This is an optimization exercise on Yosys and OpenROAD, whose aim is small area, a short achievable clock period and few clock cycles, not a production implementation. The RTL was checked by simulation tests, not by an equivalence proof against the original design.

run 5:
// arc4_gen
module arc4_gen #(
  parameter int KEY_BYTES  = 3,
  parameter int ADDR_W     = 8,
  parameter int DROP_BYTES = 256
) (
  input  logic                   clk,
  input  logic                   rst,
  input  logic                   en,
  output logic                   rdy,
  output logic                   done,
  input  logic [8*KEY_BYTES-1:0] key,
  output logic [ADDR_W-1:0]      ct_addr,
  input  logic [7:0]             ct_rddata,
  output logic [ADDR_W-1:0]      pt_addr,
  output logic [7:0]             pt_wrdata,
  output logic                   pt_wren
);
  localparam int KW = 8 * KEY_BYTES;
  logic r_rdy;     
  logic r_busy;    
  logic r_idle;
  logic r_done;
  logic r_first;   
  logic r_ksa;     
  logic r_prga;    
  logic r_nop1;    
  logic r_vb;      
  logic r_vc;
  logic r_vd;
  logic r_len0;
  logic [7:0]        r_o;       
  logic [7:0]        r_i;       
  logic [7:0]        r_ctr;     
  logic [7:0]        r_q;       
  logic [7:0]        r_lm1;     
  logic [KW-1:0]     r_key;     
  logic [7:0]        r_si;      
  logic [7:0]        r_si2;
  logic              r_fwd;     
  logic              r_jr0;     
  logic [7:0]        r_jlog;    
  logic [15:0]       r_jh;      
  logic [15:0]       r_jl;      
  logic [15:0]       r_rh;      
  logic [15:0]       r_rl;
  logic [7:0]        r_sj;      
  logic [7:0]        r_tb2;     
  ...
Size: ~11000 cells after synthesis, ~2300 flip-flops, about 62 I/O pins, roughly 0.097 mm2 of cells after synthesis.
clock: 10.0 ns
lec_check: 0
cap_margin: 40
core_margin: 2
core_utilization: 45
cts_cluster_diameter: 90
cts_cluster_size: 25
place_density: 0.55
setup_slack_margin: 5
slew_margin: 20
standard.sh (not shown) runs the stock make flow with config.mk's settings and CLKGATE_MAP_FILE= SYNTH_SCRIPT=/design/flow/synth_recipe.tcl, a recipe that flattens the netlist after the stock synthesis.
==> flow/flow/run.sh <==
#!/bin/bash
set -o pipefail
MARGIN=6.6
sed -e 's/ SETUP_SLACK_MARGIN=[^ ]*//' \
    -e "s/\"\${@:-finish}\"/SETUP_SLACK_MARGIN=$MARGIN \"\${@:-finish}\"/" \
    standard.sh > standard_margin.sh
bash standard_margin.sh > standard.log 2>&1
Testbench counts of run 5, summed over its fixed seeds: cycles 44,067.
Changes in run 1 relative to run 5:
-- flow/design.v --
<<< run 5, line 43
  logic [15:0]       r_jl;      
  logic [15:0]       r_rh;      
  logic [15:0]       r_rl;
  logic [7:0]        r_sj;      
  logic [7:0]        r_tb2;     
  logic [15:0]       r_th;      
  logic [15:0]       r_tl;
  logic [7:0]        r_tx;      
  logic              r_fjd;     
>>> run 1, line 43
  logic [15:0]       r_jl;      
  logic [15:0]       r_rh;      
  logic [63:0]       r_rl;      
  logic [7:0]        r_sj;      
  logic [7:0]        r_tb2;     
  logic [15:0]       r_th;      
  logic [63:0]       r_tl;
  logic [7:0]        r_tx;      
  logic              r_fjd;     
<<< run 5, line 100
    for (int k = 0; k < 16; k++) onehot4[k] = (v == 4'(k));
  endfunction
  function automatic logic [7:0] rd(input logic [255:0][7:0] s,
                                    input logic [15:0] h, input logic [15:0] l);
    logic [7:0] g;
    rd = 8'd0;
    for (int a = 0; a < 16; a++) begin
      g = 8'd0;
      for (int b = 0; b < 16; b++) g = g | (s[(16*a + b + 255) % 256] & {8{l[b]}});
      rd = rd | (g & {8{h[a]}});
    end
>>> run 1, line 100
    for (int k = 0; k < 16; k++) onehot4[k] = (v == 4'(k));
  endfunction
  function automatic logic [63:0] onehotq(input logic [7:0] v);
    for (int a = 0; a < 4; a++)
      for (int b = 0; b < 16; b++)
        onehotq[16*a + b] = (v[7:6] == 2'(a)) && (v[3:0] == 4'(b));
  endfunction
  function automatic logic [7:0] rd(input logic [255:0][7:0] s,
                                    input logic [15:0] h, input logic [63:0] l);
    logic [7:0] g;
    rd = 8'd0;
    for (int a = 0; a < 16; a++) begin
      g = 8'd0;
      for (int b = 0; b < 16; b++) g = g | (s[(16*a + b + 255) % 256] & {8{l[16*(a/4) + b]}});
      rd = rd | (g & {8{h[a]}});
    end
<<< run 5, line 144
    r_jl  <= w_next_idle ? 16'hFFFF : (w_step ? onehot4(w_jr[3:0]) : 16'h0002);
    r_rh  <= w_next_idle ? 16'h0000 : (w_step ? onehot4(w_jr[7:4]) : 16'h0001);
    r_rl  <= w_next_idle ? 16'h0000 : (w_step ? onehot4(w_jr[3:0]) : 16'h0002);
    r_q   <= r_idle ? key[KW-1 -: 8] + 8'd1 : (w_step ? w_qn : 8'd0);
    r_o   <= r_idle ? 8'hFF : r_o + 8'd1;
>>> run 1, line 149
    r_jl  <= w_next_idle ? 16'hFFFF : (w_step ? onehot4(w_jr[3:0]) : 16'h0002);
    r_rh  <= w_next_idle ? 16'h0000 : (w_step ? onehot4(w_jr[7:4]) : 16'h0001);
    r_rl  <= w_next_idle ? '0 : (w_step ? onehotq(w_jr) : onehotq(8'd1));
    r_q   <= r_idle ? key[KW-1 -: 8] + 8'd1 : (w_step ? w_qn : 8'd0);
    r_o   <= r_idle ? 8'hFF : r_o + 8'd1;
<<< run 5, line 155
    r_tb2 <= r_si + ~r_o;
    r_th  <= (r_vc & ~w_fi & ~w_fj) ? onehot4(w_t1[7:4]) : 16'h0000;
    r_tl  <= onehot4(w_t1[3:0]);
    r_tx  <= (~r_vc | (w_fj & ~w_fi)) ? 8'h00 : w_fi ? r_si : (w_tlog ^ {8{~w_t1[0]}});
    r_fjd <= r_vc & w_fj & ~w_fi;
>>> run 1, line 160
    r_tb2 <= r_si + ~r_o;
    r_th  <= (r_vc & ~w_fi & ~w_fj) ? onehot4(w_t1[7:4]) : 16'h0000;
    r_tl  <= onehotq(w_t1);
    r_tx  <= (~r_vc | (w_fj & ~w_fi)) ? 8'h00 : w_fi ? r_si : (w_tlog ^ {8{~w_t1[0]}});
    r_fjd <= r_vc & w_fj & ~w_fi;
--- outcome ---
In run 1, the routed wire length came out 7.9% below the value in run 5.
In run 1 relative to run 5, sink count of the clock tree had gone up by a few percent.
Run 1 ended with less via count normalized by instance count than run 5.
[run 1 vs run 5] minimum clock period after layout: lower in run 1
Run 1: mapped cell area higher than run 5
As of run 1, y dimension of the die had risen slightly compared to run 5.
Compared with run 5, run 1 improves minimum setup slack among reg-to-reg paths.
Required arrival time at the worst endpoint of run 5 is on par with run 1.
Going from run 5 to run 1, the tap cell count was found to have gone up by 33.
Testbench counts of run 1, summed over its fixed seeds: cycles 44,067.

-- static timing again, ports no longer ideal --
In the flow no input, the clock included, has a driving cell. The finished layouts below were timed again as built, in two steps.
Step 1 assumes that a clkbuf_16 drives the clock port and a buf_2 every other input.
Step 2 adds t to the input delays and takes it off the output delays; t is the mean of the earliest and latest rising clock arrival at the registers after step 1. Input paths then give back, and output paths get back, about the clock's delay inside the block.
Three values: ideal ports, drivers, drivers and shift; two values: the first two.
| run | shift t [ns] | slack for setup (ns) | worst hold slack (ns) | worst setup path after step 2 |
|---|---|---|---|---|
| run 5 | 0.974 | 6.193 / 6.193 / 5.896 | 0.438 / 0.438 / 0.438 | input to register |
| run 1 | 0.945 | 6.427 / 6.427 / 5.795 | 0.443 / 0.443 / 0.443 | input to register |
After both steps every run listed still meets setup and hold. For run 1, which loses most, drivers alone change the setup slack by 0.000 ns; drivers and shift together by -0.632 ns.
